Context: an optimization exercise on an open-source flow, tuned for small area, a short achievable clock period and few clock cycles per item. The choices shown serve that exercise and are no tape-out recipe. At most, simulation tests tie the RTL to the original design; equivalence was not proved. The flow treats the clock pin as an ideal source. Dropping or thinning the clock tree relies on that and would not hold on a real chip. No activity file was given, so power comes from the tool's default toggle rates.

// axil_reg_slave
module axil_reg_slave #(
    parameter int ADDR_WIDTH = 6,
    parameter int DATA_WIDTH = 32
) (
    input  wire                                            ACLK,
    input  wire                                            ARESET,
    input  logic [ADDR_WIDTH-1:0]                          AWADDR,
    input  logic                                           AWVALID,
    output logic                                           AWREADY,
    input  logic [DATA_WIDTH-1:0]                          WDATA,
    input  logic [DATA_WIDTH/reg_bank_pkg::BYTE_BITS-1:0]  WSTRB,
    input  logic                                           WVALID,
    output logic                                           WREADY,
    output logic [1:0]                                     BRESP,
    output logic                                           BVALID,
    input  logic                                           BREADY,
    input  logic [ADDR_WIDTH-1:0]                          ARADDR,
    input  logic                                           ARVALID,
    output logic                                           ARREADY,
    output logic [DATA_WIDTH-1:0]                          RDATA,
    output logic [1:0]                                     RRESP,
    output logic                                           RVALID,
    input  logic                                           RREADY
);
Size: about 1200 cells after synthesis, roughly 590 flip-flops, ~96 I/O pins, about 21000 um^2 of cells after synthesis.
Settings: LEC_CHECK=0, CAP_MARGIN=20, CORE_MARGIN=2, CORE_UTILIZATION=60, CTS_CLUSTER_DIAMETER=150, CTS_CLUSTER_SIZE=30, SETUP_SLACK_MARGIN=2.2, SLEW_MARGIN=20; clock period 4.0 ns.
standard.sh (not shown) runs the stock make flow with config.mk's settings and CLKGATE_MAP_FILE= SYNTH_SCRIPT=/design/flow/synth_recipe.tcl, a recipe that flattens the netlist after the stock synthesis.
==> flow/flow/run.sh <==
#!/bin/bash
# Standard layout with the ports buffered by plain buffers instead of the
# delay cell buffer_ports picks by default.
set -euo pipefail
cp config.mk own_config.mk
cat flow/extra.mk >> own_config.mk
sed 's#DESIGN_CONFIG=\([^ ]*\)/config\.mk#DESIGN_CONFIG=\1/own_config.mk#' standard.sh > own_standard.sh
grep -q own_config.mk own_standard.sh
bash own_standard.sh > standard.log 2>&1
==> flow/flow/extra.mk <==
export BUFFER_PORTS_ARGS = -buffer_cell sky130_fd_sc_hd__buf_2
The first run completed with no timing, DRC or antenna violations.
Rerun with:
CORE_UTILIZATION = 75   (was 60)
The new run finished with timing, DRC and antenna clean.
Final area came out lower by 0.39%.
First-iteration DRC count rose by 56%.
Utilization grows by 18 points.
Power stays flat.
Sequential power hardly moves.
Rerun with:
==> flow/run.sh (new file) <==
#!/bin/bash
# synth_recipe.tcl (not shown) runs the flow's synth.tcl, then flattens the netlist and writes it again
# the make line also repeats each setting of config.mk as NAME=value (left out here)
make -C /OpenROAD-flow-scripts/flow DESIGN_CONFIG=/design/flow/config.mk WORK_HOME=/design/flow/orfs CLKGATE_MAP_FILE= SYNTH_SCRIPT=/design/flow/synth_recipe.tcl finish
CORE_UTILIZATION = 40   (was 75)
CTS_CLUSTER_DIAMETER = not set   (was 150)
CTS_CLUSTER_SIZE = not set   (was 30)
removed: flow/flow/run.sh
removed: flow/flow/extra.mk
removed: flow/standard.sh
Effect:
- The new run produced a clean layout
- die area rose by 85%
- synthesized area does not change
- routed wire length goes down by 0.38%
- clock skew is lower by 0.014 ns
- first-iteration DRC count falls by 47%
- cell area came out higher by 9.4%
- critical path depth does not change
- synthesized cell count is unchanged
- total power came out higher by 27%
- clock-buffer cell count increases by 24
- via count decreases by 6.2%
Rerun with:
==> flow/flow/run.sh (new file) <==
#!/bin/bash
# Standard layout with the ports buffered by plain buffers instead of the
# delay cell buffer_ports picks by default.
set -euo pipefail
cp config.mk own_config.mk
cat flow/extra.mk >> own_config.mk
sed 's#DESIGN_CONFIG=\([^ ]*\)/config\.mk#DESIGN_CONFIG=\1/own_config.mk#' standard.sh > own_standard.sh
grep -q own_config.mk own_standard.sh
bash own_standard.sh > standard.log 2>&1
==> flow/flow/extra.mk (new file) <==
export BUFFER_PORTS_ARGS = -buffer_cell sky130_fd_sc_hd__buf_2
==> flow/standard.sh (new file) <==
#!/bin/bash
# synth_recipe.tcl (not shown) runs the flow's synth.tcl, then flattens the netlist and writes it again
# the make line also repeats each setting of config.mk as NAME=value (left out here)
make -C /OpenROAD-flow-scripts/flow DESIGN_CONFIG=/design/flow/config.mk WORK_HOME=/design/flow/orfs CLKGATE_MAP_FILE= SYNTH_SCRIPT=/design/flow/synth_recipe.tcl "${@:-finish}"
removed: flow/run.sh
Effect:
- The changed run ran to the end with no violations
- combinational power decreases by about 5%
- worst setup slack gets better by 0.0064 ns
- worst hold slack gets worse by 0.14 ns
- clock skew is about the same
- fmax increases by 0.33%
- cell area decreases by 2.3%
- critical path depth stays the same
- final cell count does not change
Function was not checked in any run of this note: the RTL went through the layout flow alone.

== maple ==
axil_reg_slave, a different RTL version from the one above (not shown whole).
For scale: about 1200 cells after synthesis, about 620 flip-flops, roughly 0.023 sq mm of cells after synthesis.
export LEC_CHECK = 0
export CAP_MARGIN = 20
export CORE_MARGIN = 2
export CORE_UTILIZATION = 65
export CTS_CLUSTER_DIAMETER = 150
export CTS_CLUSTER_SIZE = 30
export SETUP_SLACK_MARGIN = 2.2
export SLEW_MARGIN = 20
create_clock -name core_clock -period 4.0 [get_ports {ACLK}]
==> flow/flow/run.sh <==
#!/bin/bash
# Standard layout with three changes: the ports are buffered by plain buffers
# instead of the delay cell buffer_ports picks by default, CTS adds no dummy
# loads, and the clock tree's root buffer is dropped after CTS (pre_cts.tcl).
set -euo pipefail
cp config.mk own_config.mk
cat flow/extra.mk >> own_config.mk
echo "export PRE_CTS_TCL = $(pwd)/flow/pre_cts.tcl" >> own_config.mk
echo "export FLOW_CLOCK_PORT = ACLK" >> own_config.mk
sed 's#DESIGN_CONFIG=\([^ ]*\)/config\.mk#DESIGN_CONFIG=\1/own_config.mk#' standard.sh > own_standard.sh
grep -q own_config.mk own_standard.sh
bash own_standard.sh > standard.log 2>&1
==> flow/flow/extra.mk <==
export BUFFER_PORTS_ARGS = -buffer_cell sky130_fd_sc_hd__buf_2
export CTS_ARGS = -sink_clustering_enable -repair_clock_nets -sink_clustering_size 30 -sink_clustering_max_diameter 150 -dont_use_dummy_load
==> flow/flow/pre_cts.tcl <==
proc drop_clock_root {} {
  set block [ord::get_db_block]
  set clk [$block findNet $::env(FLOW_CLOCK_PORT)]
  set roots {}
  foreach it [$clk getITerms] { if {[$it isInputSignal]} { lappend roots [$it getInst] } }
  if {[llength $roots] != 1} { puts "drop_clock_root: [llength $roots] roots, left as is"; return }
  set root [lindex $roots 0]
  set rootnet ""
  foreach it [$root getITerms] { if {[$it isOutputSignal]} { set rootnet [$it getNet] } }
  set loads {}
  foreach it [$rootnet getITerms] { if {[$it isInputSignal]} { lappend loads $it } }
  if {[llength $loads] > 4 || [llength [$rootnet getBTerms]] > 0} { puts "drop_clock_root: [llength $loads] loads, left as is"; return }
  foreach it $loads {
    if {![string match "*clkbuf*" [[[$it getInst] getMaster] getName]]} { puts "drop_clock_root: root drives a non-buffer, left as is"; return }
  }
  foreach it $loads { $it disconnect; $it connect $clk }
  puts "drop_clock_root: removed [$root getName], [llength $loads] buffers now on the clock port"
  odb::dbInst_destroy $root
  odb::dbNet_destroy $rootnet
}

rename clock_tree_synthesis orig_clock_tree_synthesis
proc clock_tree_synthesis {args} {
  orig_clock_tree_synthesis {*}$args
  drop_clock_root
}
Per the final summary, maple finished and its layout is clean on timing, DRC and antenna.
Testbench counts of maple, summed over its fixed seeds: cycles 3,216, items 6,400.
Relative to maple, the following input files were edited for willow:
Settings: a change of CORE_UTILIZATION from 65 to 55.
--- outcome ---
- Looking at worst stage delay on the critical path, willow sits below maple.
- Aggregate routed wire length: willow > maple
- Utilization maple -> willow: down
Edits applied to the flow inputs when going from willow to indigo:
Settings: CORE_UTILIZATION now 40, was 55.
- Share of total power in combinational logic: indigo vs willow up 0.6 points
- Of indigo and willow, it is indigo that has the lower delay of the slowest cell on the worst path.
- Min arrival time of data at the critical path endpoint across willow and indigo: willow
- Re fraction of area in registers: willow was higher than indigo.
- Comparing willow and indigo, the higher register-to-register slack was measured on willow.
- Maximum frequency for indigo: 6.5 MHz down relative to willow
- Delta (indigo minus willow): total count of hold-check failures in the final report shows no meaningful change, cell count after synthesis shows no meaningful change, number of multi-input combinational cells in the layout shows no meaningful change, core utilization shows a reduction of 16 points.
The inputs of lagoon differ from those of indigo as listed below.
Settings: an added TNS_END_PERCENT of 10; a change of CORE_UTILIZATION from 40 to 55.
==> results.txt <==
- indigo → lagoon: headroom to the max-slew limit moved down; slack of the critical path moved down; non-clock buffer area fraction after layout moved down; power in sequential cells level.

main:
Another version of the RTL of axil_reg_slave (not shown whole).
Size in the first run: roughly 96 I/O pins, roughly 22000 sq um of cells after synthesis.
clock: 4.0 ns
lec_check: 0
cap_margin: 20
core_margin: 2
core_utilization: 40
cts_cluster_diameter: 150
cts_cluster_size: 30
setup_slack_margin: 2.2
slew_margin: 20
Scripts as last shown in full above: flow/flow/run.sh, flow/flow/extra.mk, flow/flow/pre_cts.tcl
Testbench counts of main, summed over its fixed seeds: cycles 3,216, items 6,400.
Inputs modified between main and the feature branch:
# main
export LEC_CHECK = 0
export CAP_MARGIN = 20
export CORE_MARGIN = 2
export CORE_UTILIZATION = 40
export CTS_CLUSTER_DIAMETER = 150
export CTS_CLUSTER_SIZE = 30
export SETUP_SLACK_MARGIN = 2.2
export SLEW_MARGIN = 20
create_clock -name core_clock -period 4.0 [get_ports {ACLK}]
# the feature branch
export LEC_CHECK = 0
export CAP_MARGIN = 20
export CORE_MARGIN = 2
export CORE_UTILIZATION = 55
export CTS_CLUSTER_DIAMETER = 150
export CTS_CLUSTER_SIZE = 30
export SETUP_SLACK_MARGIN = 2.2
export SLEW_MARGIN = 20
create_clock -name core_clock -period 4.0 [get_ports {ACLK}]
==> flow/flow/run.sh <==
#!/bin/bash
# Standard layout with the ports buffered by plain buffers instead of the
# delay cell buffer_ports picks by default.
set -euo pipefail
cp config.mk own_config.mk
cat flow/extra.mk >> own_config.mk
sed 's#DESIGN_CONFIG=\([^ ]*\)/config\.mk#DESIGN_CONFIG=\1/own_config.mk#' standard.sh > own_standard.sh
grep -q own_config.mk own_standard.sh
bash own_standard.sh > standard.log 2>&1
removed: flow/flow/pre_cts.tcl
Findings:
Changes observed in the feature branch relative to main: hold slack went down by 0.080 ns, via count went up by 37, overall fraction of global-route tracks in use went up by 6.7 points.

[what the ideal ports hide]
How much do the figures lean on ideal ports? The routed layouts below were timed once more, with nothing changed but the port constraints. Step 1 (the two cells are an assumption about what drives the block):
set clk [get_ports {ACLK}]
set_driving_cell -lib_cell sky130_fd_sc_hd__clkbuf_16 $clk
set_driving_cell -lib_cell sky130_fd_sc_hd__buf_2 [delete_from_list [all_inputs] $clk]
Step 2, shift: input delay + t, output delay - t, t = (earliest + latest rising clock arrival at the registers) / 2. This alone moves slack from input paths to output paths. a / b / c = ideal / step 1 / step 2; a / b = the first two.
run	t, ns	setup slack, ns	clock arrival spread, ns	worst slew at a driven data input, ns
the first run of note 1	0.621	2.068 / 2.013 / 1.688	0.024 / 0.024	0.07
the second run of note 1	0.621	2.008 / 1.954 / 1.515	0.027 / 0.027	0.07
the third run of note 1	0.658	2.052 / 2.000 / 1.552	0.016 / 0.016	0.09
the fourth run of note 1	0.657	2.058 / 2.004 / 1.552	0.017 / 0.017	0.09
maple	0.500	2.168 / 2.147 / 1.770	0.039 / 0.038	0.03
willow	0.498	2.212 / 2.188 / 1.773	0.044 / 0.043	0.04
indigo	0.512	2.191 / 2.143 / 1.811	0.059 / 0.060	0.05
lagoon	0.501	2.006 / 2.006 / 1.779	0.044 / 0.044	0.03
main	0.480	2.202 / 2.182 / 1.851	0.070 / 0.070	0.04
the feature branch	0.604	2.138 / 2.079 / 1.808	0.084 / 0.084	0.04
After both steps every run listed still meets setup and hold. For the fourth run of note 1, which loses most, drivers alone change the setup slack by -0.054 ns; drivers and shift together by -0.506 ns.
